This is an optimization exercise on Yosys and OpenROAD, whose aim is small area, a short achievable clock period and few clock cycles per item, not a production implementation.
Where RTL was checked, it was by simulation tests only, not by an equivalence proof against the original.
Function not checked in runs 1 to 3: the RTL went through the layout flow alone.
Power figures rest on the tool's default switching activity, not on a simulated workload.

## flow/design.v

```verilog
`default_nettype none
package trit_dma_pkg;
    typedef logic [128-1:0] mword_t;
    typedef logic [28-1:0] maddr_t;
    typedef logic [32-1:0] sword_t;
    typedef logic [3-1:0] saddr_t;
    typedef logic [1:0] trit_t;
    typedef logic [2*27-1:0] trit_row_t;
    typedef logic [63:0] tick_t;
    typedef enum logic [1:0] {
        IDLE,
        LOAD,
        STORE,
        DONE
    } seq_state_t;
endpackage
`default_nettype wire
`timescale 1ns/1ps
`default_nettype none
module trit_dma_top (
    input  wire                       i_clk,
    input  wire                       i_arst,
    output logic                      o_finish_int,
    input  wire                       i_slave_write,
    input  wire                       i_slave_read,
    input  trit_dma_pkg::saddr_t      i_slave_address,
    input  trit_dma_pkg::sword_t      i_slave_writedata,
    input  wire [32/8-1:0]   i_slave_byteenable,
    output trit_dma_pkg::sword_t      o_slave_readdata,
    output logic                      o_slave_waitrequest,
    output logic                      o_slave_readdatavalid,
    output trit_dma_pkg::maddr_t      o_master_address,
    output logic                      o_master_read,
    output logic                      o_master_write,
    output trit_dma_pkg::mword_t      o_master_writedata,
    output logic [16-1:0]      o_master_byteenable,
    input  wire                       i_master_waitrequest,
    input  trit_dma_pkg::mword_t      i_master_readdata,
    input  wire                       i_master_readdatavalid
);
    localparam int DEPTH = 3;           
    localparam int PTR_W = (DEPTH > 1) ? $clog2(DEPTH) : 1;
    localparam int NB    = 16;
    localparam int LASTW = 6 - 1;
    trit_dma_pkg::sword_t src_reg;
    trit_dma_pkg::sword_t dst_reg;
    trit_dma_pkg::tick_t  tick_cnt;
    logic                 busy;
    logic                 finish;
    logic                 first;      
    logic                 start;
    assign o_slave_waitrequest   = 1'b0;
    assign o_slave_readdatavalid = i_slave_read;
    assign o_finish_int          = finish;
    assign start = i_slave_write && (i_slave_address == 3'd0) &&
                   i_slave_byteenable[0] && i_slave_writedata[1];
    always_ff @(posedge i_clk or posedge i_arst) begin
        if (i_arst) begin
            src_reg <= '0;
            dst_reg <= '0;
        end else if (i_slave_write) begin
            for (int i = 0; i < 32/8; i++) begin
                if (i_slave_byteenable[i]) begin
                    if (i_slave_address == 3'd1) src_reg[8*i +: 8] <= i_slave_writedata[8*i +: 8];
                    if (i_slave_address == 3'd2) dst_reg[8*i +: 8] <= i_slave_writedata[8*i +: 8];
                end
            end
        end
    end
    always_ff @(posedge i_clk or posedge i_arst) begin
        if (i_arst) begin
            tick_cnt <= '0;
        end else if (first) begin
            tick_cnt <= '0;
        end else if (busy) begin
            tick_cnt <= tick_cnt + 1'b1;
        end
    end
    always_comb begin
        case (i_slave_address)
            3'd0:      o_slave_readdata = {30'd0, busy, finish};
            3'd1:     o_slave_readdata = src_reg;
            3'd2:     o_slave_readdata = dst_reg;
            3'd3: o_slave_readdata = tick_cnt[31:0];
            3'd4: o_slave_readdata = tick_cnt[63:32];
            default:         o_slave_readdata = '0;
        endcase
    end
    logic [2:0]       rd_idx;     
    logic [2:0]       wr_idx;     
    logic [1:0]       avail;      
    logic [1:0]       cred;       
    logic             rd_q;
    logic             wr_q;
    logic             rd_acc;
    logic             wr_acc;
    logic             last_wr;
    logic [2:0]       rd_idx_n;
    logic [2:0]       wr_idx_n;
    logic [1:0]       avail_n;
    logic [1:0]       cred_n;
    logic             room_n;
    logic             rd_n;
    logic             wr_n;
    trit_dma_pkg::maddr_t addr_q;     
    assign o_master_read       = rd_q;
    assign o_master_write      = wr_q;
    assign rd_acc              = rd_q && !i_master_waitrequest;
    assign wr_acc              = wr_q && !i_master_waitrequest;
    assign last_wr             = wr_acc && (wr_idx == 3'(LASTW));
    assign o_master_byteenable = {16{1'b1}};
    assign o_master_address    = addr_q;
    assign rd_idx_n = rd_idx + 3'(rd_acc);
    assign wr_idx_n = wr_idx + 3'(wr_acc);
    assign avail_n  = avail + 2'(i_master_readdatavalid) - 2'(wr_acc);
    assign cred_n   = cred - 2'(rd_acc) + 2'(wr_acc);
    assign room_n   = (rd_idx_n != 3'(LASTW + 1)) && (cred_n != 2'd0);
    assign rd_n     = (rd_q && i_master_waitrequest) ||
                      (!(wr_q && i_master_waitrequest) && room_n);
    assign wr_n     = (wr_q && i_master_waitrequest) ||
                      (!(rd_q && i_master_waitrequest) && !room_n && (avail_n != 2'd0));
    logic                 room;
    logic                 other_rd;
    logic                 stall;
    logic                 same_n;
    trit_dma_pkg::maddr_t other_addr;
    assign room       = (rd_idx != 3'(LASTW + 1)) && (cred != 2'd0);
    assign other_rd   = wr_q || (!rd_q && room);
    assign other_addr = (other_rd ? src_reg[28-1:0] : dst_reg[28-1:0]) +
                        28'(other_rd ? rd_idx : wr_idx);
    assign stall      = (rd_q || wr_q) && i_master_waitrequest;
    assign same_n     = (rd_q && rd_n) || (wr_q && wr_n);
    always_ff @(posedge i_clk) begin
        if (start) begin
            addr_q <= src_reg[28-1:0];
        end else if (stall) begin
            addr_q <= addr_q;
        end else if (same_n) begin
            addr_q <= addr_q + 1'b1;
        end else begin
            addr_q <= other_addr;
        end
    end
    always_ff @(posedge i_clk or posedge i_arst) begin
        if (i_arst) begin
            busy   <= 1'b0;
            finish <= 1'b0;
            first  <= 1'b0;
            rd_q   <= 1'b0;
            wr_q   <= 1'b0;
            rd_idx <= '0;
            wr_idx <= '0;
            avail  <= '0;
            cred   <= '0;
        end else begin
            first <= start;
            if (start) begin
                busy   <= 1'b1;
                finish <= 1'b0;
                rd_q   <= 1'b1;
                wr_q   <= 1'b0;
                rd_idx <= '0;
                wr_idx <= '0;
                avail  <= '0;
                cred   <= 2'(DEPTH);
            end else begin
                rd_idx <= rd_idx_n;
                wr_idx <= wr_idx_n;
                avail  <= avail_n;
                cred   <= cred_n;
                if (last_wr) begin
                    busy   <= 1'b0;
                    finish <= 1'b1;
                    rd_q   <= 1'b0;
                    wr_q   <= 1'b0;
                end else if (busy) begin
                    rd_q <= rd_n;
                    wr_q <= wr_n;
                end
            end
        end
    end
    logic [2*NB-1:0]  buf_q [DEPTH];
    logic [DEPTH-1:0] rx_sel;     
    logic [DEPTH-1:0] wr_sel;     
    logic             tail_ok;    
    always_ff @(posedge i_clk or posedge i_arst) begin
        if (i_arst) begin
            rx_sel  <= DEPTH'(1);
            wr_sel  <= DEPTH'(1);
            tail_ok <= 1'b1;
        end else if (start) begin
            rx_sel  <= DEPTH'(1);
            wr_sel  <= DEPTH'(1);
            tail_ok <= 1'b1;
        end else begin
            if (i_master_readdatavalid) rx_sel <= {rx_sel[DEPTH-2:0], rx_sel[DEPTH-1]};
            if (wr_acc) begin
                wr_sel  <= {wr_sel[DEPTH-2:0], wr_sel[DEPTH-1]};
                tail_ok <= (wr_idx != 3'(LASTW - 1));
            end
        end
    end
    always_ff @(posedge i_clk) begin
        for (int e = 0; e < DEPTH; e++) begin
            if (i_master_readdatavalid && rx_sel[e]) begin
                for (int j = 0; j < NB; j++) buf_q[e][2*j +: 2] <= i_master_readdata[8*j +: 2];
            end
        end
    end
    always_comb begin
        logic [1:0] t;
        for (int j = 0; j < NB; j++) begin
            t = '0;
            for (int e = 0; e < DEPTH; e++) begin
                if (wr_sel[e] && (j == 0 || e != (LASTW % DEPTH) || tail_ok)) t = t | buf_q[e][2*j +: 2];
            end
            o_master_writedata[8*j +: 8] = {{6{t[1]}}, t};
        end
    end
endmodule
`default_nettype wire
```

## flow/flow/run.sh

```bash
#!/bin/bash
set -euo pipefail
cd "$(dirname "$0")/.."
bash standard.sh BUFFER_PORTS_ARGS="-buffer_cell sky130_fd_sc_hd__buf_1" finish > standard_flow.log 2>&1
```

## flow/standard.sh

```bash
#!/bin/bash
# synth_recipe.tcl (not shown) runs the flow's synth.tcl, then flattens the netlist and writes it again
# the make line also repeats each setting of config.mk as NAME=value (left out here)
make -C /OpenROAD-flow-scripts/flow DESIGN_CONFIG=/design/flow/config.mk WORK_HOME=/design/flow/orfs CLKGATE_MAP_FILE= SYNTH_SCRIPT=/design/flow/synth_recipe.tcl "${@:-finish}"
```

## flow/config.mk

```make
export PLATFORM = sky130hd
export DESIGN_NAME = trit_dma_top
export DESIGN_NICKNAME = trit_dma_top
export VERILOG_FILES = /design/flow/design.v
export SDC_FILE = /design/flow/constraint.sdc
export NUM_CORES = 4
export LEC_CHECK = 0
export CAP_MARGIN = 20
export CORE_MARGIN = 2
export CORE_UTILIZATION = 40
export SETUP_SLACK_MARGIN = 2.3
export SLEW_MARGIN = 20
export TNS_END_PERCENT = 0
```

## flow/constraint.sdc

```tcl
create_clock -name core_clock -period 5.0 [get_ports {i_clk}]
set_input_delay 1.0000 -clock core_clock [delete_from_list [all_inputs] [get_ports {i_clk}]]
set_output_delay 1.0000 -clock core_clock [all_outputs]
set_load 0.01 [all_outputs]
```

==> qor.csv, run 1 <==
stage,metric,value,unit
yosys,most frequently used cell type in the post-synthesis netlist,sky130_fd_sc_hd__dfrtp_1,
timing,number of hold violations in the final report,0,
layout,count of non-filler cells in the finished layout,2048,
detailed_routing,average via count per standard cell,5.43,
die,Core ar.,36500,sq um
clock_network,number of buffers created by CTS,30,
layout,cell area after layout,17000,sq um
detailed_routing,Starting DRT DRC Count,892,
yosys,most common flop cell mapped by yosys,sky130_fd_sc_hd__dfrtp_1,
detailed_routing,Detailed Routing Iterations Pass 1,6,
die,number of primary I/O pins,382,
layout,proportion of layout cells with a drive suffix above 1,13.4,%
placement,final HPWL from detailed placement,28200,um
yosys,Post-Synthesis Cell Area,14800,sq um
yosys,cell types with the highest counts after synthesis,"sky130_fd_sc_hd__dfrtp_1 (147), sky130_fd_sc_hd__nor2_1 (127), sky130_fd_sc_hd__edfxtp_1 (124)",
timing,Fin Setup TNS,0,ps
timing,Period minus WS final,3350,ps
status,run status,no timing/DRC/antenna violations,
die,Starting Density,40.5,%
die,die area,38600,sq um
setup_path,kind of cell adding the most delay to the critical path,compound AO/OA/AOI/OAI gates,
setup_path,crit path max-delay cell type,sky130_fd_sc_hd__a221o_1,
detailed_routing,WL per Instance,19.5,um
layout,number of inserted filler cells in the final layout,3449,
yosys,count of mapped cells out of synthesis,1386,
placement,Placed Instances,1974,
global_routing,wire length of the first global-routing pass,62300,um
power,post-layout power,8.86,mW
power,relative contribution of sequential cells to total power,38.7,%
clock_network,TritonCTS clock tree,yes,
clock_network,"CTS clk-pin slew, worst paths",50,ps
flow_run,maxcap violations,0,
die,die width,196,um
setup_path,arrival time of the worst setup path,2350,ps
detailed_routing,Post-route DRC,0,
setup_path,maximum fanout count along the critical path,30,
die,Die H,196,um
power,worst vdd ir,0.284,mV
die,Row Count,70,
setup_path,endpoint type of the worst setup path,output pin,
timing,Final setup viols,0,
layout,net count reported at finish,1743,
detailed_routing,antenna-violating nets left,0,
yosys,count of flip-flops with a built-in enable after synthesis,124,
clock_network,H-tree levels,1,
timing,setup repair after global routing missed its margin,true,
detailed_routing,sum of routed wire length over all layers,40000,um
clock_network,Worst-Skew Late Latency,570,ps
clock_network,clock net sink count,274,
yosys,Area contributors post-synth,"sky130_fd_sc_hd__edfxtp_1 (25%), sky130_fd_sc_hd__dfrtp_1 (25%), sky130_fd_sc_hd__buf_4 (5.8%)",
placement,pre-CTS setup slack,1050,ps
yosys,sequential cell area fraction in the yosys report,50.5,%
placement,port bufs,266,
setup_path,cell with the most instances on the worst path,sky130_fd_sc_hd__buf_2,
yosys,register bit total from synthesis,274,
power,fraction of power consumed by the clock network,25.3,%
global_routing,number of antenna violations at the first check in global routing,0,
layout,registers with the highest flip-flop counts,"buf_q: 96 flops, tick_cnt: 64 flops",
power,total internal power,5.53,mW
timing,slew of the pin with the lowest slew margin,971,ps
timing,Max Clock Freq,298,MHz
setup_path,Crit Path Class,in -> out,
timing,worst relative slew slack,34.7,%
global_routing,overflow left after global routing,0,
power,switching part of the total power,37.6,%
layout,Area Growth Syn to Fin,14.8,%
global_routing,maximum number of pins on one net before global-route repair,151,
placement,gpl congestion,0.865,
placement,instance area after placement,15600,sq um
power,power spent charging and discharging nets,3.33,mW
timing,clock skew,12.6,ps
power,fraction of power consumed by combinational cells,36.0,%
timing,count of pins over their slew limit,0,
clock_network,maximum clock insertion buffer count,3,
timing,final setup slack of the worst path,1650,ps
yosys,average size of a mapped cell,10.7,sq um
setup_path,worst endpoint required time,4000,ps
clock_network,master cell of the clock root buffer,sky130_fd_sc_hd__clkbuf_16,
power,Static Leak,6.78,nW
detailed_routing,via total after detailed routing,11100,
timing,part of the cycle the worst path needs,67.1,%
yosys,"area leader, netlist",sky130_fd_sc_hd__edfxtp_1,
setup_path,element type at the critical path start,primary input,
layout,number of antenna diodes,0,
yosys,library cells used by synthesis,63,
setup_path,buffering stage count on the worst path with inverters included,3,
setup_path,list of cells traversed by the critical path,buf_2 > nand2b_4 > nor2_2 > buf_6 > a22o_4 > a221o_1 > buf_2,
global_routing,global-route usage over all layers,20.6,%
yosys,area share of the leading cell type in the synthesized netlist,25.2,%
yosys,yosys synthesis warning count,2,
yosys,share of async-settable or async-resettable flops after synthesis,54.7,%
setup_path,maximum single-stage delay on the critical path,330,ps
power,Pwr per Cell Area,522,nW/um^2
layout,largest register by flop count,buf_q,
global_routing,vias in the first global route,10600,
min_path,Hold/Removal Path Class,reg -> reg,
layout,number of flip-flops under the largest register name,96,
## layer usage
layer  GRT usage (%)  share of wire [%]
met5               0                  0
met4            3.65                1.2
met3            3.85                7.4
met2            34.9                 48
met1            27.8                 43
## stage by stage
step                      util (%)  hold WS, ps
after floorplan                  -          474
after global placement        42.7          485
after detailed placement      42.7          499
after CTS                     46.4          511
after global routing          46.5          527
final                         46.5          507
## what timing repair did
action,CTS,global route
setup buffers,10,4
hold buffers,0,0
resized for setup,54,7
gates cloned,4,0
endpoints found under the setup margin,240,236
pin swaps,6,4
## path summary, 6_finish.rpt
kind | end | depth (start not counted) | start | slack (ps)
max | o_slave_readdata[11] | 7 | i_slave_address[0] | 1650
max reg2reg | addr_q[22] | 14 | rd_idx[2] | 1710
min in group asynchronous | avail[0] | 3 | i_arst | 650
min reg2reg | dst_reg[29] | 1 | dst_reg[29] | 510
max in group asynchronous | first | 3 | i_arst | 3680
min | dst_reg[29] | 1 | dst_reg[29] | 510
## cell type report
class                   count  area [sq um]  share of cell area, %
flip-flops and latches    274          7490                   44.1
multi-input cells         892          6200                   36.5
repair buffers            306          1500                   8.84
clock buffers              48           922                   5.43
well taps                 468           586                   3.45
inverters                  52           201                   1.19
clock inverters             8          88.8                  0.523
## worst register-to-register path, cell delays in order (launching register included)
cell and delay, ps:
sky130_fd_sc_hd__dfrtp_1 400, sky130_fd_sc_hd__and3b_2 250, sky130_fd_sc_hd__o21ai_4 240, sky130_fd_sc_hd__buf_4 150
sky130_fd_sc_hd__nand2_1 50, sky130_fd_sc_hd__nand2_1 110, sky130_fd_sc_hd__inv_1 80, sky130_fd_sc_hd__fa_2 380
sky130_fd_sc_hd__nor2b_4 180, sky130_fd_sc_hd__o211ai_1 210, sky130_fd_sc_hd__nor3_1 250, sky130_fd_sc_hd__a21oi_2 140
sky130_fd_sc_hd__nor4_2 310, sky130_fd_sc_hd__xor2_1 180, sky130_fd_sc_hd__a21oi_1 80
## power by group through the flow
stage | clock, mW | sequential [mW] | combinational (mW)
detailed placement | 0 | 3.46 | 3.03
global placement | 0 | 3.43 | 3.01
finish | 2.25 | 3.43 | 3.19
global route | 2.39 | 3.49 | 3.58
CTS | 2.29 | 3.42 | 3.19
floorplan | 0 | 3.28 | 2.58
## logic make-up (layout without fill, tap and decap cells)
kind of cell,Yosys count,count (layout),synth area share (%)
xor+xnor,113,113,6.78
fa+ha+maj,14,14,1.23
mux,93,93,6.85
compound gates,213,213,10.7
buf+inv,235,414,8.88
simple gates,442,442,14.9
other cells,2,17,0.0507
flops,274,274,50.5
## layout by cell type (no fill, tap or decap), drive strengths merged, types with 32 or more instances in the layout
cell type / n
edfxtp: 124
a221o: 32
nand2: 103
inv: 51
xnor2: 42
clkbuf: 49
nand4: 40
buf: 304
xor2: 70
a222oi: 32
o21ai: 33
mux2: 67
nand3: 52
a21oi: 54
dfrtp: 147
nor2: 128
==> run 2, diff against run 1 <==
--- a/flow/design.v
+++ b/flow/design.v
@@ -103,5 +103,7 @@
     logic             rd_n;
     logic             wr_n;
-    trit_dma_pkg::maddr_t addr_q;     
+    logic [2:0]           addr_lo;    
+    logic                 addr_cy;    
+    logic [28-4:0] addr_hi_base;
     assign o_master_read       = rd_q;
     assign o_master_write      = wr_q;
@@ -110,5 +112,6 @@
     assign last_wr             = wr_acc && (wr_idx == 3'(LASTW));
     assign o_master_byteenable = {16{1'b1}};
-    assign o_master_address    = addr_q;
+    assign addr_hi_base        = wr_q ? dst_reg[28-1:3] : src_reg[28-1:3];
+    assign o_master_address    = {addr_hi_base + (28-3)'(addr_cy), addr_lo};
     assign rd_idx_n = rd_idx + 3'(rd_acc);
     assign wr_idx_n = wr_idx + 3'(wr_acc);
@@ -120,24 +123,11 @@
     assign wr_n     = (wr_q && i_master_waitrequest) ||
                       (!(rd_q && i_master_waitrequest) && !room_n && (avail_n != 2'd0));
-    logic                 room;
-    logic                 other_rd;
-    logic                 stall;
-    logic                 same_n;
-    trit_dma_pkg::maddr_t other_addr;
-    assign room       = (rd_idx != 3'(LASTW + 1)) && (cred != 2'd0);
-    assign other_rd   = wr_q || (!rd_q && room);
-    assign other_addr = (other_rd ? src_reg[28-1:0] : dst_reg[28-1:0]) +
-                        28'(other_rd ? rd_idx : wr_idx);
-    assign stall      = (rd_q || wr_q) && i_master_waitrequest;
-    assign same_n     = (rd_q && rd_n) || (wr_q && wr_n);
     always_ff @(posedge i_clk) begin
         if (start) begin
-            addr_q <= src_reg[28-1:0];
-        end else if (stall) begin
-            addr_q <= addr_q;
-        end else if (same_n) begin
-            addr_q <= addr_q + 1'b1;
+            {addr_cy, addr_lo} <= {1'b0, src_reg[2:0]};
+        end else if (wr_n) begin
+            {addr_cy, addr_lo} <= {1'b0, dst_reg[2:0]} + {1'b0, wr_idx_n};
         end else begin
-            addr_q <= other_addr;
+            {addr_cy, addr_lo} <= {1'b0, src_reg[2:0]} + {1'b0, rd_idx_n};
         end
     end
--- a/flow/config.mk
+++ b/flow/config.mk
@@ -8,6 +8,8 @@
 export CAP_MARGIN = 20
 export CORE_MARGIN = 2
-export CORE_UTILIZATION = 40
-export SETUP_SLACK_MARGIN = 2.3
+export CORE_UTILIZATION = 65
+export CTS_CLUSTER_DIAMETER = 100
+export CTS_CLUSTER_SIZE = 25
+export SETUP_SLACK_MARGIN = 2.0
 export SLEW_MARGIN = 20
 export TNS_END_PERCENT = 0
==> qor.csv, run 2 <==
stage,metric,value,unit
status,run status,no timing/DRC/antenna violations,
clock_network,master cell of the clock root buffer,sky130_fd_sc_hd__clkbuf_16,
die,die area,21100,sq um
layout,number of antenna diodes,0,
clock_network,maximum clock insertion buffer count,3,
detailed_routing,sum of routed wire length over all layers,31100,um
detailed_routing,WL per Instance,19.6,um
timing,Max Clock Freq,279,MHz
detailed_routing,antenna-violating nets left,0,
layout,registers with the highest flip-flop counts,"buf_q: 96 flops, tick_cnt: 64 flops",
timing,slew of the pin with the lowest slew margin,829,ps
global_routing,maximum number of pins on one net before global-route repair,75,
timing,Fin Setup TNS,0,ps
power,total internal power,3.95,mW
layout,number of flip-flops under the largest register name,96,
placement,final HPWL from detailed placement,21600,um
clock_network,H-tree levels,1,
die,number of primary I/O pins,382,
die,Starting Density,66.4,%
layout,Area Growth Syn to Fin,8.13,%
placement,port bufs,266,
timing,number of hold violations in the final report,0,
clock_network,"CTS clk-pin slew, worst paths",100,ps
yosys,sequential cell area fraction in the yosys report,51.8,%
setup_path,endpoint type of the worst setup path,output pin,
clock_network,number of buffers inserted by hold repair at cts,0,
timing,Final setup viols,0,
yosys,register bit total from synthesis,250,
yosys,most frequently used cell type in the post-synthesis netlist,sky130_fd_sc_hd__dfrtp_1,
yosys,most common flop cell mapped by yosys,sky130_fd_sc_hd__dfrtp_1,
clock_network,clock net sink count,250,
layout,most frequent cells in the layout,"sky130_fd_sc_hd__buf_1 (259), sky130_fd_sc_hd__dfrtp_1 (145), sky130_fd_sc_hd__edfxtp_1 (96), sky130_fd_sc_hd__nand2_1 (73), sky130_fd_sc_hd__mux2_2 (73)",
yosys,cell types with the highest counts after synthesis,"sky130_fd_sc_hd__dfrtp_1 (147), sky130_fd_sc_hd__buf_4 (115), sky130_fd_sc_hd__edfxtp_1 (96)",
setup_path,maximum single-stage delay on the critical path,530,ps
yosys,yosys synthesis warning count,2,
layout,cell area after layout,14000,sq um
die,Core ar.,19500,sq um
yosys,average size of a mapped cell,11.1,sq um
detailed_routing,via total after detailed routing,9563,
global_routing,overflow left after global routing,0,
clock_network,TritonCTS clock tree,yes,
detailed_routing,Starting DRT DRC Count,758,
detailed_routing,Post-route DRC,0,
placement,gpl congestion,0.876,
layout,largest register by flop count,buf_q,
power,relative contribution of sequential cells to total power,42.3,%
layout,"leading cell type in the layout, fill and taps excluded",sky130_fd_sc_hd__buf_1,
setup_path,maximum fanout count along the critical path,11,
yosys,Area contributors post-synth,"sky130_fd_sc_hd__dfrtp_1 (28%), sky130_fd_sc_hd__edfxtp_1 (22%), sky130_fd_sc_hd__buf_4 (6.7%)",
yosys,count of mapped cells out of synthesis,1163,
setup_path,worst endpoint required time,4000,ps
setup_path,arrival time of the worst setup path,2590,ps
yosys,library cells used by synthesis,60,
die,die width,145,um
global_routing,number of antenna violations at the first check in global routing,0,
placement,Placed Instances,1550,
detailed_routing,average via count per standard cell,6.03,
flow_run,maxcap violations,0,
global_routing,global-route usage over all layers,28.8,%
layout,number of inserted filler cells in the final layout,1482,
setup_path,crit path max-delay cell type,sky130_fd_sc_hd__dfrtp_4,
timing,worst relative slew slack,44.6,%
die,Row Count,51,
clock_network,Worst-Skew Late Latency,480,ps
layout,proportion of layout cells with a drive suffix above 1,11.7,%
clock_network,number of buffers created by CTS,13,
power,switching part of the total power,39.2,%
power,fraction of power consumed by combinational cells,40.4,%
setup_path,list of cells traversed by the critical path,buf_12 > nand3b_1 > a221oi_4 > and2_4 > nand4b_1 > xor2_1 > buf_2,
timing,Period minus WS final,3590,ps
power,fraction of power consumed by the clock network,17.3,%
timing,clock skew,15.8,ps
global_routing,wire length of the first global-routing pass,48600,um
setup_path,element type at the critical path start,register,
timing,part of the cycle the worst path needs,71.7,%
power,Pwr per Cell Area,463,nW/um^2
layout,net count reported at finish,1504,
min_path,Hold/Removal Path Class,in -> async,
setup_path,Crit Path Class,reg -> out,
yosys,area share of the leading cell type in the synthesized netlist,28.4,%
placement,instance area after placement,13400,sq um
yosys,share of async-settable or async-resettable flops after synthesis,60.0,%
timing,count of pins over their slew limit,0,
power,power spent charging and discharging nets,2.54,mW
layout,count of non-filler cells in the finished layout,1585,
detailed_routing,Detailed Routing Iterations Pass 1,8,
power,post-layout power,6.49,mW
yosys,"area leader, netlist",sky130_fd_sc_hd__dfrtp_1,
die,Die H,145,um
power,worst vdd ir,0.231,mV
yosys,Post-Synthesis Cell Area,13000,sq um
timing,setup repair after global routing missed its margin,true,
global_routing,vias in the first global route,8988,
yosys,count of flip-flops with a built-in enable after synthesis,96,
power,Static Leak,5.60,nW
## run 2: cell types whose count changed in the layout (fill, tap and decap cells not counted), sizes merged, moves of 16 or more
cell | previous run | this run
a22o | 30 | 4
xor2 | 70 | 41
nand2 | 103 | 73
a22oi | 0 | 60
nor2 | 128 | 50
clkbuf | 49 | 22
nor3 | 24 | 8
edfxtp | 124 | 96
a221o | 32 | 3
xnor2 | 42 | 18
## run 2: worst max-delay path: cells and delay by family, from the launching register on
| family | cells | cell delay [ps] |
|---|---|---|
| simple gates | 3 | 660 |
| xor+xnor | 1 | 180 |
| buf+inv | 2 | 330 |
| compound gates | 1 | 420 |
| flops | 1 | 530 |
## run 2: timing repair
item	4_1_cts	5_1_grt
endpoints found under the setup margin	190	199
setup buffers	11	1
endpoints found under the hold margin	0	0
pin swaps	4	4
gates resized for setup	40	0
## run 2: through the flow
step	worst slack (ps)	hold slack (ps)	utilization [%]
global placement	1210	489	68.6
detailed placement	1170	498	68.6
CTS	1500	521	71.6
floorplan	1110	474	-
finish	1410	487	71.8
global route	1300	498	71.8
## run 2: cells by family (layout without fill, tap and decap cells)
family / Yosys count / after routing / synth area share [%]
xor gates and xnor gates: 59 / 59 / 3.98
AOI/OAI and AO/OA: 219 / 219 / 12.2
muxes: 95 / 95 / 8.05
adders and majority gates: 17 / 17 / 1.76
DFF: 250 / 250 / 51.8
buffers and inverters: 226 / 368 / 9.99
and+or+nand+nor: 295 / 295 / 12.2
other: 2 / 17 / 0.0579
## run 2: path summary, 6_finish.rpt
| path | from | endpoint | slack, ps | cells past startpoint |
|---|---|---|---|---|
| min in group core_clock | dst_reg[29] | dst_reg[29] | 520 | 1 |
| setup / recovery | wr_q | o_master_address[27] | 1410 | 7 |
| setup reg to reg | wr_q | addr_cy | 1780 | 11 |
| max in group asynchronous | i_arst | src_reg[26] | 3560 | 4 |
| hold / removal | i_arst | tick_cnt[19] | 490 | 2 |
| hold reg to reg | dst_reg[29] | dst_reg[29] | 520 | 1 |
## run 2: area by class of cell
| type | count | area (sq um) | area share, % |
|---|---|---|---|
| clock buffers | 21 | 355 | 2.53 |
| inverters | 51 | 198 | 1.41 |
| multi-input cells | 702 | 5110 | 36.4 |
| flip-flops and latches | 250 | 6730 | 48.0 |
| well taps | 265 | 332 | 2.36 |
| repair buffers | 296 | 1310 | 9.32 |
## run 2: routing by layer
layer,GRT usage [%],part of all wire (%)
met5,0,0
met4,10.1,3.6
met3,5.00,6.6
met2,50.3,51
met1,36.4,39
## run 2: power groups by stage
| stage | clock (mW) | combinational, mW | sequential, mW |
|---|---|---|---|
| floorplan | 0 | 2.36 | 2.66 |
| global placement | 0 | 2.46 | 2.79 |
| detailed placement | 0 | 2.50 | 2.80 |
| CTS | 1.15 | 2.63 | 2.74 |
| global route | 1.21 | 2.88 | 2.79 |
| finish | 1.12 | 2.62 | 2.75 |
==> run 3, diff against run 2 <==
--- a/flow/config.mk
+++ b/flow/config.mk
@@ -13,3 +13,3 @@
 export SETUP_SLACK_MARGIN = 2.0
 export SLEW_MARGIN = 20
-export TNS_END_PERCENT = 0
+export TNS_END_PERCENT = 10
==> qor.csv, run 3 <==
stage,metric,value,unit
detailed_routing,Starting DRT DRC Count,788,
yosys,Area contributors post-synth,"sky130_fd_sc_hd__dfrtp_1 (28%), sky130_fd_sc_hd__edfxtp_1 (22%), sky130_fd_sc_hd__buf_4 (6.7%)",
layout,number of flip-flops under the largest register name,96,
layout,number of antenna diodes,0,
timing,tightest hold margin,481,ps
layout,net count reported at finish,1529,
timing,Fin Setup TNS,0,ps
die,die area,21100,sq um
clock_network,master cell of the clock root buffer,sky130_fd_sc_hd__clkbuf_16,
timing,number of hold violations in the final report,0,
global_routing,vias in the first global route,9016,
detailed_routing,via total after detailed routing,9784,
timing,worst relative slew slack,44.7,%
setup_path,r2r worst-path depth,11,
layout,registers with the highest flip-flop counts,"buf_q: 96 flops, tick_cnt: 64 flops",
layout,Multi-input gate area,5220,sq um
yosys,count of mapped cells out of synthesis,1163,
yosys,"area leader, netlist",sky130_fd_sc_hd__dfrtp_1,
yosys,most frequently used cell type in the post-synthesis netlist,sky130_fd_sc_hd__dfrtp_1,
global_routing,wire length of the first global-routing pass,48800,um
layout,Area Growth Syn to Fin,12.1,%
power,post-layout power,6.58,mW
global_routing,overflow left after global routing,0,
yosys,area share of the leading cell type in the synthesized netlist,28.4,%
status,run status,no timing/DRC/antenna violations,
yosys,average size of a mapped cell,11.1,sq um
setup_path,launching point of the worst reg2reg path,wr_q,
layout,most frequent cells in the layout,"sky130_fd_sc_hd__buf_1 (238), sky130_fd_sc_hd__dfrtp_1 (145), sky130_fd_sc_hd__edfxtp_1 (96), sky130_fd_sc_hd__mux2_2 (73), sky130_fd_sc_hd__nand2_1 (72)",
power,Pwr per Cell Area,452,nW/um^2
power,Static Leak,5.87,nW
layout,core utilization of the finished layout,74.5,%
layout,"leading cell type in the layout, fill and taps excluded",sky130_fd_sc_hd__buf_1,
die,Die H,145,um
die,die width,145,um
die,Row Count,51,
timing,Max Clock Freq,279,MHz
die,number of primary I/O pins,382,
clock_network,clock net sink count,250,
timing,slew of the pin with the lowest slew margin,828,ps
global_routing,global-route usage over all layers,28.9,%
yosys,Post-Synthesis Cell Area,13000,sq um
timing,Period minus WS final,3590,ps
min_path,Hold/Removal Path Class,in -> async,
timing,setup repair after global routing missed its margin,true,
global_routing,maximum number of pins on one net before global-route repair,75,
detailed_routing,Detailed Routing Iterations Pass 1,6,
yosys,register bit total from synthesis,250,
layout,area used by sequential logic in the layout,6730,sq um
die,Starting Density,66.4,%
clock_network,"CTS clk-pin slew, worst paths",100,ps
clock_network,number of buffers created by CTS,13,
setup_path,element type at the critical path start,register,
timing,part of the cycle the worst path needs,71.8,%
placement,gpl congestion,0.876,
timing,count of pins over their slew limit,0,
placement,port bufs,266,
timing,Final setup viols,0,
yosys,library cells used by synthesis,60,
setup_path,buffering stage count on the worst path with inverters included,2,
setup_path,maximum single-stage delay on the critical path,530,ps
layout,largest register by flop count,buf_q,
setup_path,worst endpoint required time,4000,ps
setup_path,list of cells traversed by the critical path,buf_12 > nand3b_1 > a221oi_4 > and2_4 > nand4b_1 > xor2_1 > buf_2,
detailed_routing,sum of routed wire length over all layers,32500,um
yosys,cell types with the highest counts after synthesis,"sky130_fd_sc_hd__dfrtp_1 (147), sky130_fd_sc_hd__buf_4 (115), sky130_fd_sc_hd__edfxtp_1 (96)",
placement,final HPWL from detailed placement,21600,um
setup_path,crit path max-delay cell type,sky130_fd_sc_hd__dfrtp_4,
power,worst vdd ir,0.231,mV
yosys,share of async-settable or async-resettable flops after synthesis,60.0,%
detailed_routing,WL per Instance,20.2,um
setup_path,kind of cell adding the most delay to the critical path,simple AND/OR/NAND/NOR gates,
yosys,yosys synthesis warning count,2,
setup_path,arrival time of the worst setup path,2590,ps
die,Core ar.,19500,sq um
setup_path,Crit Path Class,reg -> out,
layout,number of inserted filler cells in the final layout,1374,
layout,proportion of layout cells with a drive suffix above 1,16.2,%
clock_network,Worst-Skew Late Latency,480,ps
yosys,sequential cell area fraction in the yosys report,51.8,%
clock_network,maximum clock insertion buffer count,3,
yosys,count of flip-flops with a built-in enable after synthesis,96,
setup_path,endpoint type of the worst setup path,output pin,
setup_path,maximum fanout count along the critical path,11,
clock_network,TritonCTS clock tree,yes,
setup_path,internal reg-to-reg setup slack,1790,ps
yosys,most common flop cell mapped by yosys,sky130_fd_sc_hd__dfrtp_1,
flow_run,maxcap violations,0,
global_routing,number of antenna violations at the first check in global routing,0,
detailed_routing,antenna-violating nets left,0,
detailed_routing,Post-route DRC,0,
detailed_routing,average via count per standard cell,6.08,
timing,clock skew,15.6,ps
setup_path,endpoint of the lowest-slack register-to-register path,addr_cy,
clock_network,H-tree levels,1,
[run 3: cell types whose count changed in the layout (fill, tap and decap cells not counted), sizes merged]
cell and delta:
buf +22, clkbuf +3
[run 3: where the power goes]
group	switching (mW)	total, mW	internal [mW]	leakage (nW)
logic	1.63	2.69	1.06	2.86
clock network	0.632	1.13	0.495	0.170
registers	0.316	2.75	2.44	2.83
total	2.58	6.58	4.00	5.87
[run 3: cell families after synthesis]
family / Yosys count / share of synthesized area, %
XOR/XNOR: 59 / 3.98
other: 2 / 0.0579
AND/OR/NAND/NOR: 295 / 12.2
multiplexers: 95 / 8.05
adder cells (fa/ha/maj): 17 / 1.76
AO/OA/AOI/OAI: 219 / 12.2
buffers and inverters: 226 / 9.99
flip-flops: 250 / 51.8
[run 3: metrics by stage]
step                instance area (sq um)  setup slack [ps]  cells
finish                              14500              1410   1610
global route                        14500              1280   1610
CTS                                 14000              1500   1587
detailed placement                  13400              1170   1550
global placement                    13400              1210   1550
floorplan                           13000              1110   1178
[run 3: routing by layer]
| metal | up-vias | GRT usage (%) | wire [um] |
|---|---|---|---|
| li1 | 4478 | - | - |
| met1 | 4849 | 36.4 | 12700 |
| met2 | 394 | 50.7 | 16700 |
| met3 | 63 | 4.94 | 2120 |
| met4 | 0 | 9.80 | 1010 |
| met5 | - | 0 | 0 |
[run 3: what timing repair did]
action / in CTS / in global routing
setup endpoints to repair: 190 / 199
gates cloned: 0 / 3
setup buffers: 16 / 18
hold buffers: 0 / 0
gates resized for setup: 52 / 76
pin swaps: 7 / 16
[run 3: final cells by class]
cell class | instances | area share (%)
Clock buffer | 21 | 2.44
Inverter | 51 | 1.36
Multi-Input combinational cell | 702 | 35.9
Timing Repair Buffer | 321 | 11.7
Sequential cell | 250 | 46.3
Tap cell | 265 | 2.28
[run 3: worst max-delay path by stage]
stage	from	endpoint	cells after the start
6_report	wr_q	o_master_address[27]	7
5_1_grt	wr_q	o_master_address[27]	7
4_1_cts	wr_q	o_master_address[22]	8
3_5_place_dp	wr_q	o_master_address[27]	9
3_3_place_gp	wr_q	o_master_address[21]	9
2_1_floorplan	wr_q	o_master_address[27]	14
==> run 4, diff against run 3 <==
--- a/flow/design.v
+++ b/flow/design.v
@@ -15,4 +15,14 @@
     } seq_state_t;
 endpackage
+`default_nettype wire
+`timescale 1ns/1ps
+`default_nettype none
+module read_master (
+    input  wire [28-4:0] i_base,
+    input  wire                   i_carry,
+    output logic [28-4:0] o_addr
+);
+    assign o_addr = i_base + (28-3)'(i_carry);
+endmodule
 `default_nettype wire
 `timescale 1ns/1ps
@@ -105,5 +115,6 @@
     logic [2:0]           addr_lo;    
     logic                 addr_cy;    
-    logic [28-4:0] addr_hi_base;
+    logic [28-4:0] addr_hi_src;
+    logic [28-4:0] addr_hi_dst;
     assign o_master_read       = rd_q;
     assign o_master_write      = wr_q;
@@ -112,6 +123,7 @@
     assign last_wr             = wr_acc && (wr_idx == 3'(LASTW));
     assign o_master_byteenable = {16{1'b1}};
-    assign addr_hi_base        = wr_q ? dst_reg[28-1:3] : src_reg[28-1:3];
-    assign o_master_address    = {addr_hi_base + (28-3)'(addr_cy), addr_lo};
+    read_master src_hi_i (.i_base(src_reg[28-1:3]), .i_carry(addr_cy), .o_addr(addr_hi_src));
+    read_master dst_hi_i (.i_base(dst_reg[28-1:3]), .i_carry(addr_cy), .o_addr(addr_hi_dst));
+    assign o_master_address    = {wr_q ? addr_hi_dst : addr_hi_src, addr_lo};
     assign rd_idx_n = rd_idx + 3'(rd_acc);
     assign wr_idx_n = wr_idx + 3'(wr_acc);
--- a/flow/config.mk
+++ b/flow/config.mk
@@ -11,5 +11,7 @@
 export CTS_CLUSTER_DIAMETER = 100
 export CTS_CLUSTER_SIZE = 25
+export PLACE_DENSITY = 0.75
 export SETUP_SLACK_MARGIN = 2.0
 export SLEW_MARGIN = 20
-export TNS_END_PERCENT = 10
+export SYNTH_HIERARCHICAL = 1
+export TNS_END_PERCENT = 0
==> qor.csv, run 4 <==
stage,metric,value,unit
clock_network,TritonCTS clock tree,yes,
clock_network,number of buffers created by CTS,13,
min_path,cell depth of the worst min-delay path,1,
detailed_routing,via total after detailed routing,9358,
setup_path,launching point of the worst reg2reg path,first,
die,die width,147,um
detailed_routing,Detailed Routing Iterations Pass 1,7,
yosys,register bit total from synthesis,250,
power,Pwr per Cell Area,442,nW/um^2
timing,clock skew,22.8,ps
yosys,cell types with the highest counts after synthesis,"sky130_fd_sc_hd__dfrtp_1 (147), sky130_fd_sc_hd__buf_4 (114), sky130_fd_sc_hd__edfxtp_1 (96)",
min_path,Hold Path Origin,dst_reg[30],
timing,Period minus WS final,3320,ps
yosys,library cells used by synthesis,60,
die,Core ar.,20200,sq um
setup_path,endpoint type of the worst setup path,output pin,
setup_path,arrival time of the worst setup path,2320,ps
layout,"leading cell type in the layout, fill and taps excluded",sky130_fd_sc_hd__buf_1,
timing,worst relative slew slack,28.4,%
yosys,share of async-settable or async-resettable flops after synthesis,60.0,%
clock_network,master cell of the clock root buffer,sky130_fd_sc_hd__clkbuf_16,
yosys,sequential cell area fraction in the yosys report,50.6,%
die,number of primary I/O pins,382,
layout,registers with the highest flip-flop counts,"buf_q: 96 flops, tick_cnt: 64 flops",
setup_path,worst endpoint required time,4000,ps
yosys,most frequently used cell type in the post-synthesis netlist,sky130_fd_sc_hd__dfrtp_1,
detailed_routing,Starting DRT DRC Count,771,
setup_path,r2r worst-path depth,6,
placement,instance area after placement,13800,sq um
setup_path,endpoint of the lowest-slack register-to-register path,tick_cnt[32],
setup_path,element type at the critical path start,register,
yosys,area share of the leading cell type in the synthesized netlist,27.7,%
placement,port bufs,266,
layout,proportion of layout cells with a drive suffix above 1,14.6,%
timing,setup repair after global routing missed its margin,true,
timing,count of pins over their slew limit,0,
yosys,average size of a mapped cell,11.6,sq um
detailed_routing,sum of routed wire length over all layers,31000,um
layout,largest register by flop count,buf_q,
layout,net count reported at finish,1497,
detailed_routing,WL per Instance,19.6,um
status,run status,no timing/DRC/antenna violations,
min_path,Hold/Removal Path Class,reg -> reg,
setup_path,internal reg-to-reg setup slack,1970,ps
die,die area,21600,sq um
yosys,count of mapped cells out of synthesis,1146,
layout,number of inserted filler cells in the final layout,1535,
placement,final HPWL from detailed placement,21800,um
power,Static Leak,5.88,nW
flow_run,maxcap violations,0,
power,worst vdd ir,0.405,mV
timing,slew of the pin with the lowest slew margin,1060,ps
layout,most frequent cells in the layout,"sky130_fd_sc_hd__buf_1 (260), sky130_fd_sc_hd__dfrtp_1 (144), sky130_fd_sc_hd__edfxtp_1 (96), sky130_fd_sc_hd__nor2_1 (91), sky130_fd_sc_hd__mux2_2 (87)",
global_routing,number of antenna violations at the first check in global routing,2,
die,Starting Density,65.9,%
placement,gpl congestion,0.869,
placement,pre-CTS setup slack,1130,ps
yosys,yosys synthesis warning count,8,
yosys,Post-Synthesis Cell Area,13300,sq um
global_routing,overflow left after global routing,0,
layout,core utilization of the finished layout,71.4,%
setup_path,Crit Path Class,reg -> out,
power,post-layout power,6.36,mW
timing,part of the cycle the worst path needs,66.5,%
layout,number of flip-flops under the largest register name,96,
detailed_routing,average via count per standard cell,5.91,
clock_network,H-tree levels,1,
clock_network,clock net sink count,250,
timing,Max Clock Freq,301,MHz
yosys,"area leader, netlist",sky130_fd_sc_hd__dfrtp_1,
setup_path,maximum fanout count along the critical path,5,
clock_network,"CTS clk-pin slew, worst paths",110,ps
global_routing,global-route usage over all layers,28.3,%
min_path,hold worst-path end,dst_reg[30],
yosys,Area contributors post-synth,"sky130_fd_sc_hd__dfrtp_1 (28%), sky130_fd_sc_hd__edfxtp_1 (22%), sky130_fd_sc_hd__mux2_2 (7.6%)",
die,Die H,147,um
clock_network,maximum clock insertion buffer count,3,
detailed_routing,Post-route DRC,0,
global_routing,wire length of the first global-routing pass,48600,um
layout,Area Growth Syn to Fin,8.34,%
timing,number of hold violations in the final report,0,
global_routing,vias in the first global route,8679,
die,Row Count,52,
global_routing,maximum number of pins on one net before global-route repair,112,
timing,final setup slack of the worst path,1680,ps
timing,Fin Setup TNS,0,ps
yosys,count of flip-flops with a built-in enable after synthesis,96,
layout,cell area after layout,14400,sq um
timing,Final setup viols,0,
yosys,most common flop cell mapped by yosys,sky130_fd_sc_hd__dfrtp_1,
detailed_routing,antenna-violating nets left,0,
clock_network,Worst-Skew Late Latency,500,ps
## run 4: worst max path at each step
stage | end | slack, ps | from
after floorplan | o_slave_readdata[10] | 1710 | i_slave_address[1]
after global routing | o_master_address[27] | 1580 | dst_reg[3]
after detailed placement | o_slave_readdata[5] | 1130 | i_slave_address[1]
final | o_master_address[23] | 1680 | dst_reg[3]
after CTS | o_master_address[20] | 1700 | dst_reg[3]
after global placement | o_slave_readdata[7] | 1140 | i_slave_address[1]
## run 4: where the power goes
group / total, mW / switching [mW] / internal, mW
Combinational: 2.40 / 1.41 / 0.997
Sequential: 2.82 / 0.384 / 2.44
Clock: 1.13 / 0.636 / 0.499
## run 4: per-module statistics from Yosys (local to each module, per instance)
module	cells inside	copies in the design	flops+latches	cell area [sq um]
trit_dma_top	1018	1	250	12300
read_master	64	2	0	510
## run 4: area by class of cell
| cell class | instances | area (sq um) | share of cell area (%) |
|---|---|---|---|
| Timing Repair Buffer | 295 | 1270 | 8.84 |
| Clock buffer | 21 | 355 | 2.47 |
| Antenna cell | 2 | 5.00 | 0.0348 |
| Inverter | 46 | 176 | 1.23 |
| Sequential cell | 250 | 6730 | 46.7 |
| Clock inverter | 1 | 8.76 | 0.0608 |
| Tap cell | 270 | 338 | 2.35 |
| Multi-Input combinational cell | 699 | 5510 | 38.3 |
## run 4: repair_timing
action,CTS,global route
gates cloned,0,0
setup endpoints to repair,180,189
pin swaps,9,0
setup buffers,11,0
gates resized for setup,40,2
hold buffers,0,0
## run 4: critical path: stages, from the launching register on
cell	delay (ps)
sky130_fd_sc_hd__dfrtp_1	400
sky130_fd_sc_hd__ha_4	190
sky130_fd_sc_hd__ha_4	160
sky130_fd_sc_hd__nand3_4	80
sky130_fd_sc_hd__nor4_4	150
sky130_fd_sc_hd__buf_4	190
sky130_fd_sc_hd__nand4_1	120
sky130_fd_sc_hd__xnor2_1	150
sky130_fd_sc_hd__mux2_4	260
sky130_fd_sc_hd__buf_6	120
## run 4: through the flow
stage          std cells  hold slack, ps
3_5_place_dp        1549             498
2_1_floorplan       1161             474
6_report            1584             520
4_1_cts             1582             522
3_3_place_gp        1549             488
5_1_grt             1583             540
## run 4: per-layer routing
metal  track usage, %  share of wire [%]  vias up
met3             5.43                7.2       33
met1             41.7                 43     4639
met5                0                  0        -
met4             5.77                1.8        0
met2             44.7                 48      338
li1                 -                  -     4348
## run 4: cell families (layout without fill, tap and decap cells)
family | count (synthesis) | in the layout | share of synthesized area (%)
mux | 103 | 103 | 8.61
flops | 250 | 250 | 50.6
simple gates | 325 | 325 | 13.9
buf+inv | 212 | 363 | 9.42
fa+ha+maj | 19 | 19 | 1.90
compound gates | 121 | 121 | 7.96
xor+xnor | 114 | 114 | 7.63
other cells | 2 | 19 | 0.0565
Testbench counts of run 4, summed over its fixed seeds: cycles 5,654, transfers 320.
==> run 5, diff against run 4 <==
--- a/flow/config.mk
+++ b/flow/config.mk
@@ -11,5 +11,4 @@
 export CTS_CLUSTER_DIAMETER = 100
 export CTS_CLUSTER_SIZE = 25
-export PLACE_DENSITY = 0.75
 export SETUP_SLACK_MARGIN = 2.0
 export SLEW_MARGIN = 20
==> qor.csv, run 5 <==
stage,metric,value,unit
status,run status,no timing/DRC/antenna violations,
yosys,library cells used by synthesis,60,
detailed_routing,average via count per standard cell,5.93,
layout,number of inserted filler cells in the final layout,1556,
clock_network,clock net sink count,250,
layout,area used by sequential logic in the layout,6740,sq um
timing,Fin Setup TNS,0,ps
layout,net count reported at finish,1494,
power,Pwr per Cell Area,442,nW/um^2
timing,Period minus WS final,3320,ps
yosys,average size of a mapped cell,11.6,sq um
yosys,share of async-settable or async-resettable flops after synthesis,60.0,%
clock_network,number of buffers inserted by hold repair at cts,0,
min_path,Hold/Removal Path Class,reg -> reg,
min_path,Hold Path Origin,rx_sel[2],
layout,"leading cell type in the layout, fill and taps excluded",sky130_fd_sc_hd__buf_1,
yosys,count of flip-flops with a built-in enable after synthesis,96,
placement,final HPWL from detailed placement,21700,um
layout,most frequent cells in the layout,"sky130_fd_sc_hd__buf_1 (262), sky130_fd_sc_hd__dfrtp_1 (133), sky130_fd_sc_hd__edfxtp_1 (96), sky130_fd_sc_hd__mux2_2 (90), sky130_fd_sc_hd__nor2_1 (89)",
yosys,Post-Synthesis Cell Area,13300,sq um
yosys,most common flop cell mapped by yosys,sky130_fd_sc_hd__dfrtp_1,
layout,proportion of layout cells with a drive suffix above 1,15.2,%
timing,clock skew,15.6,ps
timing,tightest hold margin,518,ps
power,Static Leak,5.83,nW
setup_path,Crit Path Class,reg -> out,
clock_network,"CTS clk-pin slew, worst paths",90,ps
layout,largest register by flop count,buf_q,
yosys,yosys synthesis warning count,8,
layout,number of flip-flops under the largest register name,96,
clock_network,maximum clock insertion buffer count,3,
timing,setup repair after global routing missed its margin,true,
yosys,count of mapped cells out of synthesis,1146,
die,die width,147,um
detailed_routing,Detailed Routing Iterations Pass 1,7,
yosys,cell types with the highest counts after synthesis,"sky130_fd_sc_hd__dfrtp_1 (147), sky130_fd_sc_hd__buf_4 (114), sky130_fd_sc_hd__edfxtp_1 (96)",
setup_path,element type at the critical path start,register,
global_routing,overflow left after global routing,0,
yosys,sequential cell area fraction in the yosys report,50.6,%
die,Core ar.,20200,sq um
clock_network,number of buffers created by CTS,13,
timing,number of hold violations in the final report,0,
detailed_routing,Post-route DRC,0,
die,number of primary I/O pins,382,
clock_network,H-tree levels,1,
setup_path,launching point of the worst reg2reg path,wr_q,
setup_path,worst endpoint required time,4000,ps
setup_path,maximum fanout count along the critical path,5,
layout,count of non-filler cells in the finished layout,1580,
detailed_routing,antenna-violating nets left,0,
die,die area,21600,sq um
timing,slew of the pin with the lowest slew margin,1040,ps
timing,count of pins over their slew limit,0,
setup_path,endpoint type of the worst setup path,output pin,
layout,Area Growth Syn to Fin,8.18,%
global_routing,vias in the first global route,8542,
yosys,most frequently used cell type in the post-synthesis netlist,sky130_fd_sc_hd__dfrtp_1,
timing,worst relative slew slack,30.0,%
global_routing,number of antenna violations at the first check in global routing,2,
setup_path,Critical Path Start,dst_reg[3],
global_routing,global-route usage over all layers,28.2,%
setup_path,arrival time of the worst setup path,2320,ps
power,worst vdd ir,0.338,mV
layout,registers with the highest flip-flop counts,"buf_q: 96 flops, tick_cnt: 64 flops",
layout,Multi-input gate area,5520,sq um
placement,Placed Instances,1547,
flow_run,maxcap violations,0,
timing,part of the cycle the worst path needs,66.4,%
clock_network,master cell of the clock root buffer,sky130_fd_sc_hd__clkbuf_16,
detailed_routing,WL per Instance,19.7,um
global_routing,wire length of the first global-routing pass,48200,um
detailed_routing,via total after detailed routing,9366,
yosys,area share of the leading cell type in the synthesized netlist,27.7,%
setup_path,internal reg-to-reg setup slack,1920,ps
yosys,Area contributors post-synth,"sky130_fd_sc_hd__dfrtp_1 (28%), sky130_fd_sc_hd__edfxtp_1 (22%), sky130_fd_sc_hd__mux2_2 (7.6%)",
timing,Max Clock Freq,301,MHz
global_routing,maximum number of pins on one net before global-route repair,151,
die,Row Count,52,
clock_network,Worst-Skew Late Latency,490,ps
placement,gpl congestion,0.844,
yosys,register bit total from synthesis,250,
detailed_routing,sum of routed wire length over all layers,31100,um
yosys,"area leader, netlist",sky130_fd_sc_hd__dfrtp_1,
die,Die H,147,um
detailed_routing,Starting DRT DRC Count,781,
clock_network,TritonCTS clock tree,yes,
die,Starting Density,65.9,%
timing,Final setup viols,0,
placement,port bufs,266,
[run 5: cell counts after synthesis]
No cell type changed its count.
[run 5: worst max-delay path, cell delays in order (launching register included)]
cell and delay, ps:
sky130_fd_sc_hd__dfrtp_1 410, sky130_fd_sc_hd__ha_4 170, sky130_fd_sc_hd__buf_4 130, sky130_fd_sc_hd__nand4_4 150, sky130_fd_sc_hd__nor4_4 170, sky130_fd_sc_hd__buf_4 190, sky130_fd_sc_hd__nand3_2 80, sky130_fd_sc_hd__xnor2_1 130
sky130_fd_sc_hd__mux2_2 280, sky130_fd_sc_hd__buf_1 130
[run 5: final timing paths]
check                                       end  cells after the start
setup / recovery           o_master_address[20]                      9
hold / removal                        rx_sel[2]                      2
setup reg to reg                     addr_lo[2]                     12
hold reg to reg                       rx_sel[2]                      2
max in group asynchronous                 first                      3
min in group asynchronous          tick_cnt[55]                      3
[run 5: cells by family after synthesis]
| group | synth area share [%] |
|---|---|
| AO/OA/AOI/OAI | 7.96 |
| XOR/XNOR | 7.63 |
| adder cells (fa/ha/maj) | 1.90 |
| buffers and inverters | 9.42 |
| flip-flops | 50.6 |
| multiplexers | 8.61 |
| other | 0.0565 |
| AND/OR/NAND/NOR | 13.9 |
[run 5: power by group]
group | leakage, nW | internal [mW] | total [mW] | switching [mW]
combinational | 2.83 | 0.985 | 2.37 | 1.39
clock | 0.174 | 0.499 | 1.14 | 0.641
sequential | 2.82 | 2.44 | 2.84 | 0.400
[run 5: timing repair]
item / 4_1_cts / 5_1_grt
endpoints found under the setup margin: 187 / 187
pin swaps: 7 / 0
cloned: 0 / 0
hold endpoints to repair: 0 / 0
buffers inserted: 9 / 1
resized for setup: 46 / 1
[run 5: modules after synthesis, one instance, submodules excluded]
module        times used  area (sq um)
trit_dma_top           1         12300
read_master            2           510
[run 5: stage by stage]
stage | area, sq um | util, % | power (mW) | setup WS [ps]
finish | 14400 | 71.3 | 6.35 | 1680
global route | 14400 | 71.3 | 6.73 | 1570
CTS | 14400 | 71.2 | 6.38 | 1720
detailed placement | 13800 | 68.2 | 5.18 | 1350
global placement | 13800 | 68.2 | 5.14 | 1330
floorplan | 13300 | - | 4.89 | 1710
[run 5: routing by layer]
metal | track usage (%) | vias up | share of wire (%)
met5 | 0 | - | 0.042
met4 | 5.82 | 2 | 1.5
met3 | 3.26 | 29 | 5.9
met2 | 44.5 | 328 | 48
met1 | 43.0 | 4659 | 45
li1 | - | 4348 | -
[run 5: cell type report]
| class | count | area share (%) |
|---|---|---|
| tap | 270 | 2.35 |
| sequential | 250 | 46.9 |
| inverter | 46 | 1.23 |
| clock buffer | 21 | 2.47 |
| antenna | 1 | 0.0174 |
| clock inverter | 1 | 0.0609 |
| timing repair buffer | 292 | 8.59 |
| multi-input combinational | 699 | 38.4 |
==> run 6, diff against run 5 <==
--- a/flow/config.mk
+++ b/flow/config.mk
@@ -8,5 +8,5 @@
 export CAP_MARGIN = 20
 export CORE_MARGIN = 2
-export CORE_UTILIZATION = 65
+export CORE_UTILIZATION = 75
 export CTS_CLUSTER_DIAMETER = 100
 export CTS_CLUSTER_SIZE = 25
==> qor.csv, run 6 <==
stage,metric,value,unit
yosys,most common flop cell mapped by yosys,sky130_fd_sc_hd__dfrtp_1,
yosys,average size of a mapped cell,11.6,sq um
flow_run,maxcap violations,0,
yosys,register bit total from synthesis,250,
yosys,yosys synthesis warning count,8,
layout,count of non-filler cells in the finished layout,1532,
timing,final setup slack of the worst path,1670,ps
clock_network,Worst-Skew Late Latency,490,ps
layout,number of inserted filler cells in the final layout,1047,
detailed_routing,via total after detailed routing,9604,
power,total internal power,3.91,mW
layout,area used by sequential logic in the layout,6730,sq um
placement,final HPWL from detailed placement,22200,um
layout,Multi-input gate area,5510,sq um
clock_network,"CTS clk-pin slew, worst paths",100,ps
detailed_routing,WL per Instance,20.8,um
power,fraction of power consumed by the clock network,17.5,%
setup_path,element type at the critical path start,register,
layout,cell area after layout,14300,sq um
timing,slew of the pin with the lowest slew margin,1110,ps
power,worst vdd ir,0.411,mV
yosys,count of mapped cells out of synthesis,1146,
clock_network,number of buffers created by CTS,13,
layout,number of antenna diodes,0,
timing,Period minus WS final,3330,ps
yosys,"area leader, netlist",sky130_fd_sc_hd__dfrtp_1,
layout,Area Growth Syn to Fin,7.54,%
detailed_routing,Post-route DRC,0,
detailed_routing,antenna-violating nets left,0,
timing,Max Clock Freq,300,MHz
placement,instance area after placement,13700,sq um
detailed_routing,Starting DRT DRC Count,1017,
placement,port bufs,266,
global_routing,wire length of the first global-routing pass,47900,um
power,power spent charging and discharging nets,2.45,mW
setup_path,worst endpoint required time,4000,ps
layout,net count reported at finish,1495,
setup_path,Crit Path Class,reg -> out,
clock_network,clock net sink count,250,
global_routing,maximum number of pins on one net before global-route repair,120,
global_routing,overflow left after global routing,0,
placement,Placed Instances,1502,
global_routing,number of antenna violations at the first check in global routing,0,
yosys,Area contributors post-synth,"sky130_fd_sc_hd__dfrtp_1 (28%), sky130_fd_sc_hd__edfxtp_1 (22%), sky130_fd_sc_hd__mux2_2 (7.6%)",
layout,most frequent cells in the layout,"sky130_fd_sc_hd__buf_1 (262), sky130_fd_sc_hd__dfrtp_1 (143), sky130_fd_sc_hd__edfxtp_1 (96), sky130_fd_sc_hd__nor2_1 (89), sky130_fd_sc_hd__mux2_2 (89)",
placement,pre-CTS setup slack,949,ps
die,Row Count,48,
yosys,share of async-settable or async-resettable flops after synthesis,60.0,%
global_routing,global-route usage over all layers,32.9,%
layout,number of flip-flops under the largest register name,96,
clock_network,number of buffers inserted by hold repair at cts,0,
timing,setup repair after global routing missed its margin,true,
clock_network,TritonCTS clock tree,yes,
power,relative contribution of sequential cells to total power,44.3,%
power,fraction of power consumed by combinational cells,38.2,%
yosys,library cells used by synthesis,60,
die,die area,18800,sq um
layout,"leading cell type in the layout, fill and taps excluded",sky130_fd_sc_hd__buf_1,
timing,clock skew,13.0,ps
yosys,area share of the leading cell type in the synthesized netlist,27.7,%
die,number of primary I/O pins,382,
die,Core ar.,17300,sq um
timing,number of hold violations in the final report,0,
clock_network,H-tree levels,1,
detailed_routing,sum of routed wire length over all layers,31900,um
yosys,Post-Synthesis Cell Area,13300,sq um
power,Static Leak,5.86,nW
timing,part of the cycle the worst path needs,66.6,%
layout,registers with the highest flip-flop counts,"buf_q: 96 flops, tick_cnt: 64 flops",
yosys,count of flip-flops with a built-in enable after synthesis,96,
clock_network,master cell of the clock root buffer,sky130_fd_sc_hd__clkbuf_16,
yosys,sequential cell area fraction in the yosys report,50.6,%
detailed_routing,average via count per standard cell,6.27,
power,switching part of the total power,38.5,%
setup_path,maximum fanout count along the critical path,5,
layout,proportion of layout cells with a drive suffix above 1,14.8,%
power,Pwr per Cell Area,445,nW/um^2
global_routing,vias in the first global route,8964,
clock_network,maximum clock insertion buffer count,3,
timing,worst relative slew slack,25.1,%
die,die width,137,um
yosys,cell types with the highest counts after synthesis,"sky130_fd_sc_hd__dfrtp_1 (147), sky130_fd_sc_hd__buf_4 (114), sky130_fd_sc_hd__edfxtp_1 (96)",
layout,largest register by flop count,buf_q,
die,Die H,137,um
timing,Fin Setup TNS,0,ps
status,run status,no timing/DRC/antenna violations,
yosys,most frequently used cell type in the post-synthesis netlist,sky130_fd_sc_hd__dfrtp_1,
detailed_routing,Detailed Routing Iterations Pass 1,10,
setup_path,endpoint type of the worst setup path,output pin,
min_path,Hold/Removal Path Class,reg -> reg,
placement,gpl congestion,0.878,
die,Starting Density,76.8,%
timing,count of pins over their slew limit,0,
timing,Final setup viols,0,
setup_path,arrival time of the worst setup path,2330,ps
run 6: cell counts after synthesis:
No cell type changed its count.
run 6: worst paths after layout:
path                       cells after the start         start                   end  slack, ps
max                                            9    src_reg[3]  o_master_address[23]       1670
min                                            2     rx_sel[2]             rx_sel[2]        520
max reg2reg                                    6  tick_cnt[13]          tick_cnt[36]       2210
min reg2reg                                    2     rx_sel[2]             rx_sel[2]        520
max in group asynchronous                      3        i_arst            src_reg[8]       3310
min in group asynchronous                      2        i_arst          tick_cnt[62]        620
run 6: cell type report:
cell class              count  share of cell area, %
flip-flops and latches    250                   47.1
multi-input cells         699                   38.6
repair buffers            293                   8.67
clock buffers              18                   2.41
well taps                 225                   1.97
inverters                  46                   1.23
clock inverters             1                 0.0613
run 6: logic make-up (layout without fill, tap and decap cells):
kind of cell / after synthesis / in the layout / share of synthesized area, %
compound gates: 121 / 121 / 7.96
fa+ha+maj: 19 / 19 / 1.90
buf+inv: 212 / 358 / 9.42
simple gates: 325 / 325 / 13.9
xor+xnor: 114 / 114 / 7.63
mux: 103 / 103 / 8.61
flops: 250 / 250 / 50.6
other cells: 2 / 17 / 0.0565
run 6: power by group through the flow:
stage / Sequential, mW / Combinational, mW / Clock, mW
after global routing: 2.86 / 2.69 / 1.20
after detailed placement: 2.83 / 2.37 / 0
final: 2.82 / 2.43 / 1.11
after CTS: 2.81 / 2.43 / 1.12
after floorplan: 2.70 / 2.19 / 0
after global placement: 2.82 / 2.30 / 0
run 6: metrics by stage:
step	util [%]	hold WS, ps	total power, mW
CTS	82.6	517	6.36
global placement	79.2	490	5.12
finish	82.6	522	6.36
global route	82.6	539	6.75
detailed placement	79.2	497	5.20
floorplan	-	474	4.89
run 6: timing repair:
item | CTS | global route
resized for setup | 38 | 1
setup endpoints to repair | 180 | 180
buffers inserted | 10 | 1
hold endpoints to repair | 0 | 0
pin swaps | 8 | 0
cloned | 0 | 0
run 6: routing by layer:
| metal | track usage (%) | part of all wire (%) | vias to the layer above |
|---|---|---|---|
| met5 | 0 | 0 | - |
| met4 | 8.53 | 2.2 | 0 |
| met3 | 5.59 | 8.7 | 56 |
| met2 | 52.7 | 48 | 521 |
| met1 | 47.3 | 41 | 4683 |
| li1 | - | - | 4344 |
run 6: critical path, cell delays in order, from the launching register on:
cell and delay [ps]:
sky130_fd_sc_hd__dfrtp_1 410, sky130_fd_sc_hd__ha_4 180, sky130_fd_sc_hd__ha_4 150, sky130_fd_sc_hd__nand3_4 90
sky130_fd_sc_hd__nor4_4 150, sky130_fd_sc_hd__buf_4 190, sky130_fd_sc_hd__nand4_1 120, sky130_fd_sc_hd__xnor2_1 150
sky130_fd_sc_hd__mux2_4 270, sky130_fd_sc_hd__buf_6 120
run 6: modules after synthesis (local to each module, per instance):
module,copies in the design,cells
read_master,2,64
trit_dma_top,1,1018

## separate check: timing with driven ports
The results above use ideal ports. As a check the final layouts listed here were re-extracted and re-timed, cells and wires unchanged. Step 1, drivers: a clkbuf_16 drives i_clk and a buf_2 each remaining input, both assumed. Step 2 adds t to the input delays and takes it off the output delays; t is the mean of the earliest and latest rising clock arrival at the registers after step 1. Input paths then give back, and output paths get back, about the clock's delay inside the block. a / b / c = ideal / step 1 / step 2; a / b = the first two.
run | shift t [ns] | slack for setup (ns) | worst hold slack (ns) | worst setup path at the end | worst slew at a driven data input, ns
run 1 | 0.619 | 1.647 / 1.596 / 1.261 | 0.507 / 0.507 / 0.507 | input to register | 0.09
run 2 | 0.515 | 1.414 / 1.368 / 1.383 | 0.487 / 0.461 / 0.516 | input to output | 0.15
run 3 | 0.520 | 1.411 / 1.364 / 1.376 | 0.481 / 0.455 / 0.515 | input to register | 0.15
run 4 | 0.528 | 1.676 / 1.629 / 1.676 | 0.520 / 0.520 / 0.520 | input to output | 0.12
run 5 | 0.532 | 1.678 / 1.629 / 1.651 | 0.518 / 0.518 / 0.518 | input to register | 0.11
run 6 | 0.528 | 1.671 / 1.623 / 1.630 | 0.522 / 0.522 / 0.522 | input to register | 0.08
After both steps every run listed still meets setup and hold. The setup slack of run 1, which loses most, moves by -0.051 ns with the drivers and by -0.386 ns with both steps.
